This is an optimization exercise on Yosys and OpenROAD, whose aim is a short achievable clock period and few clock cycles, not a production implementation.
In this exercise RTL edits were held to simulation tests only and were not proved equivalent to the original.
Power figures rest on the tool's default switching activity, not on a simulated workload.

v46:
==> flow/design.v (excerpt) <==
module mm_stream_engine #(
    parameter int N          = 4,
    parameter int DW         = 8,
    parameter int BRAM_DEPTH = 32
) (
    input  logic                                      clk,
    input  logic                                      rst,
    input  logic                                      start,
    input  logic [$clog2(BRAM_DEPTH):0]               rows,
    output logic                                      busy,
    output logic                                      done,
    output logic                                      b_rd_en,
    output logic [$clog2(N)-1:0]                      b_rd_addr,
    input  logic [N*DW-1:0]                           b_rd_data,
    output logic                                      a_rd_en,
    output logic [$clog2(BRAM_DEPTH)-1:0]             a_rd_addr,
    input  logic [N*DW-1:0]                           a_rd_data,
    output logic                                      c_wr_en,
    output logic [$clog2(BRAM_DEPTH)-1:0]             c_wr_addr,
    output logic [N*(2*DW+$clog2(N))-1:0]             c_wr_data
);
Size in the first run: roughly 5100 cells after synthesis, about 1300 flip-flops, roughly 0.065 mm² of cells after synthesis.
Settings: LEC_CHECK=0, ABC_CLOCK_PERIOD_IN_PS=2300, CAP_MARGIN=20, CORE_MARGIN=2, CORE_UTILIZATION=40, PLACE_DENSITY=0.5, SETUP_SLACK_MARGIN=4.15, SLEW_MARGIN=20; clock period 6.5 ns.
run.sh (not shown) runs the stock make flow with config.mk's settings and CLKGATE_MAP_FILE= SYNTH_SCRIPT=/design/flow/synth_recipe.tcl, a recipe that flattens the netlist after the stock synthesis.
Testbench counts of v46, summed over its fixed seeds: cycles 2,878.
What v11 does differently from v46 at the input level:
Settings: swapping 40 for 45 in CORE_UTILIZATION; putting CTS_CLUSTER_SIZE at 20 where nothing was set; putting CTS_CLUSTER_DIAMETER at 300 where nothing was set; swapping 0.5 for 0.55 in PLACE_DENSITY.
## What came out
[compare] base=v46 new=v11: number of global-route vias before repair shows a reduction of 433, critical path depth shows no meaningful change.
Summary of v11 over v46: share of final-layout standard cells stronger than drive strength 1 fell by 2.5 points; detailed-route wire length on metal 1 fell by 4400 µm; clock power fell by about 45%; static leakage fell by about 4.7%.
v11 closes out successfully: all stages finished, all timing, DRC and antenna checks passed.
Input-level comparison between v43 and v11:
Settings: CTS_CLUSTER_DIAMETER removed (was 300); PLACE_DENSITY changed from 0.55 to 0.6; CTS_CLUSTER_SIZE removed (was 20); CORE_UTILIZATION changed from 45 to 50.
## What came out
- For internal power, dividing the value from v43 by the value from v11 gives 1.16.
- Total power after layout in v43 is 13% higher than in v11
- Relative to v11, share of the clock period used by the worst path has gone up in v43.
- Final worst-path setup slack in v43 vs v11: down 0.065 ns
- Looking at register clock-pin slew on the reported worst setup and hold paths, v43 sits 0.03 ns lower than v11 does.
- In v43 relative to v11, final weighted congestion in routability-driven placement had gone up by a few percent.
Setup changes, v43 to v2
Settings: CTS_CLUSTER_DIAMETER newly set to 300; PLACE_DENSITY changed from 0.6 to 0.5; CTS_CLUSTER_SIZE newly set to 16; CORE_UTILIZATION changed from 50 to 40.
Notes after the runs:
Compare v43 and v2 | routed wire length on met3 higher: v43. Between v43 and v2, the die outline height is higher for v2. Delta (v2 minus v43): global-route wire length before repair higher; routed metal-1 wirelength higher; floorplan die area higher; clock buffer count in the final layout lower. Worst setup slack: v43 and v2 compared, lower one is v43. v2: sequential share of layout area higher than v43. Sort v43 and v2 by number of antenna violations at the first check in global routing, ascending, and v43 comes first. Compared v2 against v43; synthesized area within noise.

* * *

mm_stream_engine again, from the RTL that the note above started with.
==> flow/config.mk <==
export PLATFORM = sky130hd
export DESIGN_NAME = mm_stream_engine
export DESIGN_NICKNAME = mm_stream_engine
export VERILOG_FILES = /design/flow/design.v
export SDC_FILE = /design/flow/constraint.sdc
export NUM_CORES = 4
export LEC_CHECK = 0
export ABC_CLOCK_PERIOD_IN_PS = 2300
export CAP_MARGIN = 20
export CORE_MARGIN = 2
export CORE_UTILIZATION = 40
export CTS_CLUSTER_DIAMETER = 400
export CTS_CLUSTER_SIZE = 20
export PLACE_DENSITY = 0.5
export SETUP_SLACK_MARGIN = 4.15
export SLEW_MARGIN = 20
==> flow/constraint.sdc <==
create_clock -name core_clock -period 6.5 [get_ports {clk}]
set_input_delay 1.3000 -clock core_clock [delete_from_list [all_inputs] [get_ports {clk}]]
set_output_delay 1.3000 -clock core_clock [all_outputs]
set_load 0.01 [all_outputs]
Testbench counts at the start, summed over its fixed seeds: cycles 2,878.
==> next run, changes <==
- CTS_CLUSTER_DIAMETER: 400 -> 300
Effect: The new run went through all stages and came out clean. Wire length is unchanged. Sequential cell count is unchanged. Total power does not change. Clock power stays flat. Critical path depth does not change. Via count does not change. Final cell count does not change. Hold slack is unchanged.

afterwards: timing with drivers on the ports:
No port has a modelled driver above. Below, the same layouts with a new extraction and two added sets of constraints. Step 1 sets driving cells, clkbuf_16 on the clock port and buf_2 on the other inputs (assumed; they add their load-dependent delay and slew). Step 2 times the ports against the registers' clock, not the clock port: input delays grow and output delays shrink by t, the midpoint of the rising clock arrivals with the driver on. Slacks: ideal / step 1 / step 2; pairs: ideal / step 1.
| run | t (ns) | slack for setup (ns) | latest minus earliest clock arrival (ns) |
|---|---|---|---|
| v46 | 0.855 | 3.874 / 3.793 / 3.264 | 0.039 / 0.039 |
| v11 | 0.794 | 3.940 / 3.857 / 3.294 | 0.044 / 0.044 |
| v43 | 0.871 | 3.875 / 3.791 / 3.250 | 0.033 / 0.032 |
| v2 | 0.803 | 3.928 / 3.846 / 3.290 | 0.039 / 0.040 |
| the first run of note 2 | 0.784 | 3.950 / 3.869 / 3.291 | 0.040 / 0.041 |
| the second run of note 2 | 0.784 | 3.950 / 3.869 / 3.291 | 0.040 / 0.041 |
After both steps setup and hold are still met in every run listed.
